Source: an optimization exercise on an open RTL-to-GDS flow (aim: small area, a short achievable clock period and few clock cycles). Production flows keep margins and buffers that such runs may drop. Function was checked by simulation only, so behaviour that the tests miss may differ from the original. Power is estimated from default activity; no workload was simulated.

## the baseline
==> module cpuTop, before the edit <==
module cpuTop (
    input  logic                       clk,
    input  logic                       reset,
    output logic [32-1:0] wbAdr,
    output logic [32-1:0] wbDatW,
    output logic                       wbWe,
    output logic                       wbCyc,
    output logic                       wbStb,
    input  logic [32-1:0] wbDatR,
    input  logic                       wbAck,
    output logic                       outValid,
    output logic [32-1:0] outData
);
    localparam int W = 32;
    localparam int R = 4;
    localparam int P = 10;
    logic [W-1:0] adr;
    logic         cyc;
    logic         we;
    logic         dreq;       
    logic         dLoad;      
    logic [R-1:0] dRd;        
    logic         squash;     
    logic [W-1:0] oReg;       
    logic         outV;
    logic [P-1:0]     pc;      
    isaPkg::instrWord ir;
    logic             irValid;
    logic             irWait;  
    logic [W-1:0]     aReg;    
    logic [W-1:0]     bReg;    
    logic             useImm;
    logic             subOp;
    logic             fresh;   
    logic             fixA;    
    logic             fixB;    
    logic [W-1:0] res;
    logic         resPend;
    logic [R-1:0] resRd;
    logic [1:0] cls;
    logic [3:0] kind;
    logic       isAluClass;
    logic       isBranch;
    logic       isSpecial;
    logic       isLoad;
    logic       isStore;
    logic       isOut;
    logic       isMem;
    logic       predTaken;
    assign cls = ir.aluForm.cls;
    assign kind = {ir.ctlForm.kind, ir.ctlForm.variant};
    assign isAluClass = !cls[1];
    assign isBranch = (cls == isaPkg::branch);
    assign isSpecial = (cls == isaPkg::special);
    assign isLoad = isSpecial && (kind == isaPkg::kindLoad);
    assign isStore = isSpecial && (kind == isaPkg::kindStore);
    assign isOut = isSpecial && (kind == isaPkg::kindOut);
    assign isMem = isSpecial && (kind[3:1] == 3'b110);
    assign predTaken = (ir.ctlForm.variant == isaPkg::condAlways)
                    || ir.aluForm.imm[14-1];
    logic [W-1:0] opA;
    logic [W-1:0] opBFwd;
    logic [W-1:0] rtVal;
    logic [W-1:0] sum;
    logic [W-1:0] aluResult;
    logic [W-1:0] immExt;
    assign immExt = {{(W - 14){ir.aluForm.imm[14-1]}}, ir.aluForm.imm};
    assign opA = aReg;
    assign rtVal = bReg;
    assign opBFwd = (useImm ? immExt : rtVal) ^ {W{subOp}};
    alu alu_i (
        .func  (ir.aluForm.op),
        .isSub (subOp),
        .opA   (opA),
        .opB   (opBFwd),
        .sum   (sum),
        .result(aluResult)
    );
    logic condMet;
    always_comb begin
        case (ir.ctlForm.variant)
            isaPkg::condAlways:      condMet = 1'b1;
            isaPkg::condNegative:    condMet = opA[W-1];
            isaPkg::condNonNegative: condMet = !opA[W-1];
            default:                 condMet = (opA == '0);
        endcase
    end
    logic [P-1:0] target;
    assign target = pc + immExt[P-1:0];
    logic         redirect;
    logic [P-1:0] fixAdr;
    assign redirect = fresh && isBranch && (predTaken != condMet);
    assign fixAdr = condMet ? target : pc;
    isaPkg::instrWord fetched;
    logic             fIsBranch;
    logic             fPredTaken;
    logic             fUseImm;
    logic             fSub;
    assign fetched = wbDatR;
    assign fIsBranch = (fetched.aluForm.cls == isaPkg::branch);
    assign fPredTaken = fIsBranch && ((fetched.ctlForm.variant == isaPkg::condAlways)
                                      || fetched.aluForm.imm[14-1]);
    assign fUseImm = (fetched.aluForm.cls == isaPkg::aluImm) || fIsBranch
                  || ((fetched.aluForm.cls == isaPkg::special)
                      && (fetched.ctlForm.kind == 2'b11) && !fetched.ctlForm.variant[1]);
    assign fSub = !fetched.aluForm.cls[1] && (fetched.aluForm.op == isaPkg::opSub);
    logic [P-1:0] fTarget;
    assign fTarget = adr[P-1:0] + (fetched.aluForm.imm[P-1:0] + P'(32'd4));
    logic         aluExec;
    logic         dataAck;
    logic         loadAck;
    logic [W-1:0] rsData;
    logic [W-1:0] rtData;
    logic [W-1:0] aNext;
    logic [W-1:0] bNext;
    assign aluExec = fresh && isAluClass;
    assign dataAck = cyc && wbAck && dreq;
    assign loadAck = dataAck && dLoad;
    regFile regFile_i (
        .clk      (clk),
        .reset    (reset),
        .rsIdx    (fetched.aluForm.rs),
        .rtIdx    (fetched.aluForm.rt),
        .rdIdx    (resPend ? resRd : dRd),
        .writeEn  (resPend || loadAck),
        .writeData(resPend ? res : wbDatR),
        .rsData   (rsData),
        .rtData   (rtData)
    );
    assign aNext = (aluExec && ir.aluForm.rd == fetched.aluForm.rs) ? aluResult
                 : (resPend && resRd == fetched.aluForm.rs) ? res : rsData;
    assign bNext = (aluExec && ir.aluForm.rd == fetched.aluForm.rt) ? aluResult
                 : (resPend && resRd == fetched.aluForm.rt) ? res : rtData;
    logic         fetchAck;
    logic         goodFetch;
    logic         memNext;    
    logic [P-1:0] adrNext4;
    assign fetchAck = cyc && wbAck && !dreq;
    assign goodFetch = fetchAck && !squash && !redirect;
    assign memNext = irValid && !irWait && isMem;
    assign adrNext4 = adr[P-1:0] + P'(32'd4);
    always_ff @(posedge clk) begin
        if (reset) begin
            adr <= 32'h0000_0000;
            cyc <= 1'b1;
            we <= 1'b0;
            dreq <= 1'b0;
            squash <= 1'b0;
            irValid <= 1'b0;
            irWait <= 1'b0;
            fresh <= 1'b0;
            outV <= 1'b0;
            resPend <= 1'b0;
        end else begin
            fresh <= (goodFetch && !memNext) || (dataAck && irWait);
            outV <= fresh && isOut;
            resPend <= aluExec;
            if (fetchAck) begin
                irValid <= goodFetch;
            end
            if (goodFetch) begin
                irWait <= memNext;
                pc <= adrNext4;
                if (memNext) begin
                    adr <= sum;
                    we <= isStore;
                    dreq <= 1'b1;
                end else begin
                    adr <= W'(fPredTaken ? fTarget : adrNext4);
                end
            end else if (fetchAck) begin
                squash <= 1'b0;
                adr <= W'(redirect ? fixAdr : pc);
            end else if (dataAck) begin
                dreq <= 1'b0;
                we <= 1'b0;
                irWait <= 1'b0;
                adr <= W'((isBranch && predTaken) ? target : pc);
            end else if (redirect) begin
                squash <= 1'b1;
                pc <= fixAdr;
            end
        end
    end
    always_ff @(posedge clk) begin
        if (aluExec) begin
            res <= aluResult;
            resRd <= ir.aluForm.rd;
        end
        if (fresh && isOut) begin
            oReg <= sum;
        end else if (fetchAck && memNext) begin
            oReg <= rtVal;
        end
        if (fetchAck) begin
            dLoad <= isLoad;
            dRd <= ir.aluForm.rd;
            fixA <= (fetched.aluForm.rs == ir.aluForm.rd);
            fixB <= (fetched.aluForm.rt == ir.aluForm.rd);
            ir <= fetched;
            aReg <= aNext;
            bReg <= bNext;
            useImm <= fUseImm;
            subOp <= fSub;
        end else if (loadAck) begin
            if (fixA) begin
                aReg <= wbDatR;
            end
            if (fixB) begin
                bReg <= wbDatR;
            end
        end
    end
    assign wbAdr = adr;
    assign wbCyc = cyc;
    assign wbStb = cyc;
    assign wbWe = we;
    assign wbDatW = oReg;
    assign outValid = outV;
    assign outData = oReg;
endmodule
clock: 5.5 ns
lec_check: 0
abc_area: 1
cap_margin: 20
core_margin: 2
core_utilization: 40
place_density: 0.6
setup_slack_margin: 2.0
slew_margin: 20
tns_end_percent: 100
run.sh (not shown) runs the stock make flow with config.mk's settings and CLKGATE_MAP_FILE= SYNTH_SCRIPT=/design/flow/synth_recipe.tcl, a recipe that flattens the netlist after the stock synthesis.
Testbench counts of the baseline, summed over its fixed seeds: cycles 12,647.
diff inputs: the baseline => the candidate
-- flow/design.v --
<<< the baseline, line 227
    logic             useImm;
    logic             subOp;
    logic             fresh;   
    logic             fixA;    
    logic             fixB;    
    logic [W-1:0] res;
    logic         resPend;
>>> the candidate, line 227
    logic             useImm;
    logic             subOp;
    logic             fwdA;    
    logic             fwdB;    
    logic             fresh;   
    logic [W-1:0] res;
    logic         resPend;
<<< the baseline, line 261
    logic [W-1:0] immExt;
    assign immExt = {{(W - 14){ir.aluForm.imm[14-1]}}, ir.aluForm.imm};
    assign opA = aReg;
    assign rtVal = bReg;
    assign opBFwd = (useImm ? immExt : rtVal) ^ {W{subOp}};
    alu alu_i (
>>> the candidate, line 261
    logic [W-1:0] immExt;
    assign immExt = {{(W - 14){ir.aluForm.imm[14-1]}}, ir.aluForm.imm};
    assign opA = fwdA ? res : aReg;
    assign rtVal = fwdB ? res : bReg;
    assign opBFwd = (useImm ? immExt : rtVal) ^ {W{subOp}};
    alu alu_i (
<<< the baseline, line 323
        .rtData   (rtData)
    );
    assign aNext = (aluExec && ir.aluForm.rd == fetched.aluForm.rs) ? aluResult
                 : (resPend && resRd == fetched.aluForm.rs) ? res : rsData;
    assign bNext = (aluExec && ir.aluForm.rd == fetched.aluForm.rt) ? aluResult
                 : (resPend && resRd == fetched.aluForm.rt) ? res : rtData;
    logic         fetchAck;
    logic         goodFetch;
>>> the candidate, line 323
        .rtData   (rtData)
    );
    assign aNext = (resPend && resRd == fetched.aluForm.rs) ? res : rsData;
    assign bNext = (resPend && resRd == fetched.aluForm.rt) ? res : rtData;
    logic         fetchAck;
    logic         goodFetch;
<<< the baseline, line 391
            dLoad <= isLoad;
            dRd <= ir.aluForm.rd;
            fixA <= (fetched.aluForm.rs == ir.aluForm.rd);
            fixB <= (fetched.aluForm.rt == ir.aluForm.rd);
            ir <= fetched;
            aReg <= aNext;
>>> the candidate, line 389
            dLoad <= isLoad;
            dRd <= ir.aluForm.rd;
            ir <= fetched;
            aReg <= aNext;
<<< the baseline, line 398
            useImm <= fUseImm;
            subOp <= fSub;
        end else if (loadAck) begin
            if (fixA) begin
                aReg <= wbDatR;
            end
            if (fixB) begin
                bReg <= wbDatR;
            end
>>> the candidate, line 394
            useImm <= fUseImm;
            subOp <= fSub;
            fwdA <= aluExec && (ir.aluForm.rd == fetched.aluForm.rs);
            fwdB <= aluExec && (ir.aluForm.rd == fetched.aluForm.rt);
        end else if (loadAck) begin
            if (ir.aluForm.rs == dRd) begin
                aReg <= wbDatR;
            end
            if (ir.aluForm.rt == dRd) begin
                bReg <= wbDatR;
            end
[summary]
- The candidate: routed metal-1 wire length is about 10% lower than what the baseline reported.
- Note that the net switching power recorded for the baseline amounts to 0.948 times the value seen in the candidate.
- Diff the baseline -> the candidate | placed cell count | down by a few percent
- The candidate reached the final stage; the timing, design-rule and antenna checks on its layout passed.
- The baseline: PASS, flow complete, no timing, DRC or antenna violations
- When the candidate is set beside the baseline, its share of synthesized cell area in and, or, nand and nor gates turns out to be 3.9 points smaller.
- The baseline reports its capturing instance or port of the critical path as bReg[26] while the candidate reports bReg[28].
- Looking at non-clock buffer count, the candidate sits 121 above the baseline.
- The adder-cell share of the synthesized area was comparable across the baseline and the candidate.
- In the candidate the clock tree skew after final layout turned out 12 ps higher than in the baseline.
- | final cell count | the candidate vs the baseline | 4.8% lower |
- Start point of the critical path = useImm: the baseline; start point of the critical path = wbDatR[19]: the candidate
- Cmp the candidate vs the baseline: synthesized netlist cell count lower in the candidate
- Sort the baseline and the candidate by number of nets at the end of the flow, ascending, and the candidate comes first.
- Relative to the baseline, the power consumption measured on the candidate has increased slightly.
- On sequential power share: the candidate sits below the baseline.
- Looking only at number of global-route vias before repair, and setting everything else aside, the higher value of the baseline and the candidate goes to the baseline.
Testbench counts of the candidate, summed over its fixed seeds: cycles 12,647.

-- afterwards: timing with drivers on the ports --
Ports are ideal in the flow. The routed layouts listed here were re-timed in OpenROAD. Step 1 (the two cells are an assumption about what drives the block):
set clk [get_ports {clk}]
set_driving_cell -lib_cell sky130_fd_sc_hd__clkbuf_16 $clk
set_driving_cell -lib_cell sky130_fd_sc_hd__buf_2 [delete_from_list [all_inputs] $clk]
Step 2, shift: input delay + t, output delay - t, t = (earliest + latest rising clock arrival at the registers) / 2. This alone moves slack from input paths to output paths. a / b / c = ideal ports / drivers / drivers and shift; a / b = the first two.
| run | t, ns | setup slack, ns | hold slack, ns | worst data-port slew with drivers (ns) | pins driven straight from the clock port |
|---|---|---|---|---|---|
| the baseline | 0.738 | 1.955 / 1.955 / 1.337 | 0.461 / 0.461 / 0.461 | 0.13 | 1 |
| the candidate | 0.742 | 2.015 / 2.019 / 1.319 | 0.463 / 0.463 / 0.463 | 0.06 | 1 |
After both steps setup and hold are still met in every run listed. For the candidate, which loses most, drivers alone change the setup slack by +0.004 ns; drivers and shift together by -0.696 ns.
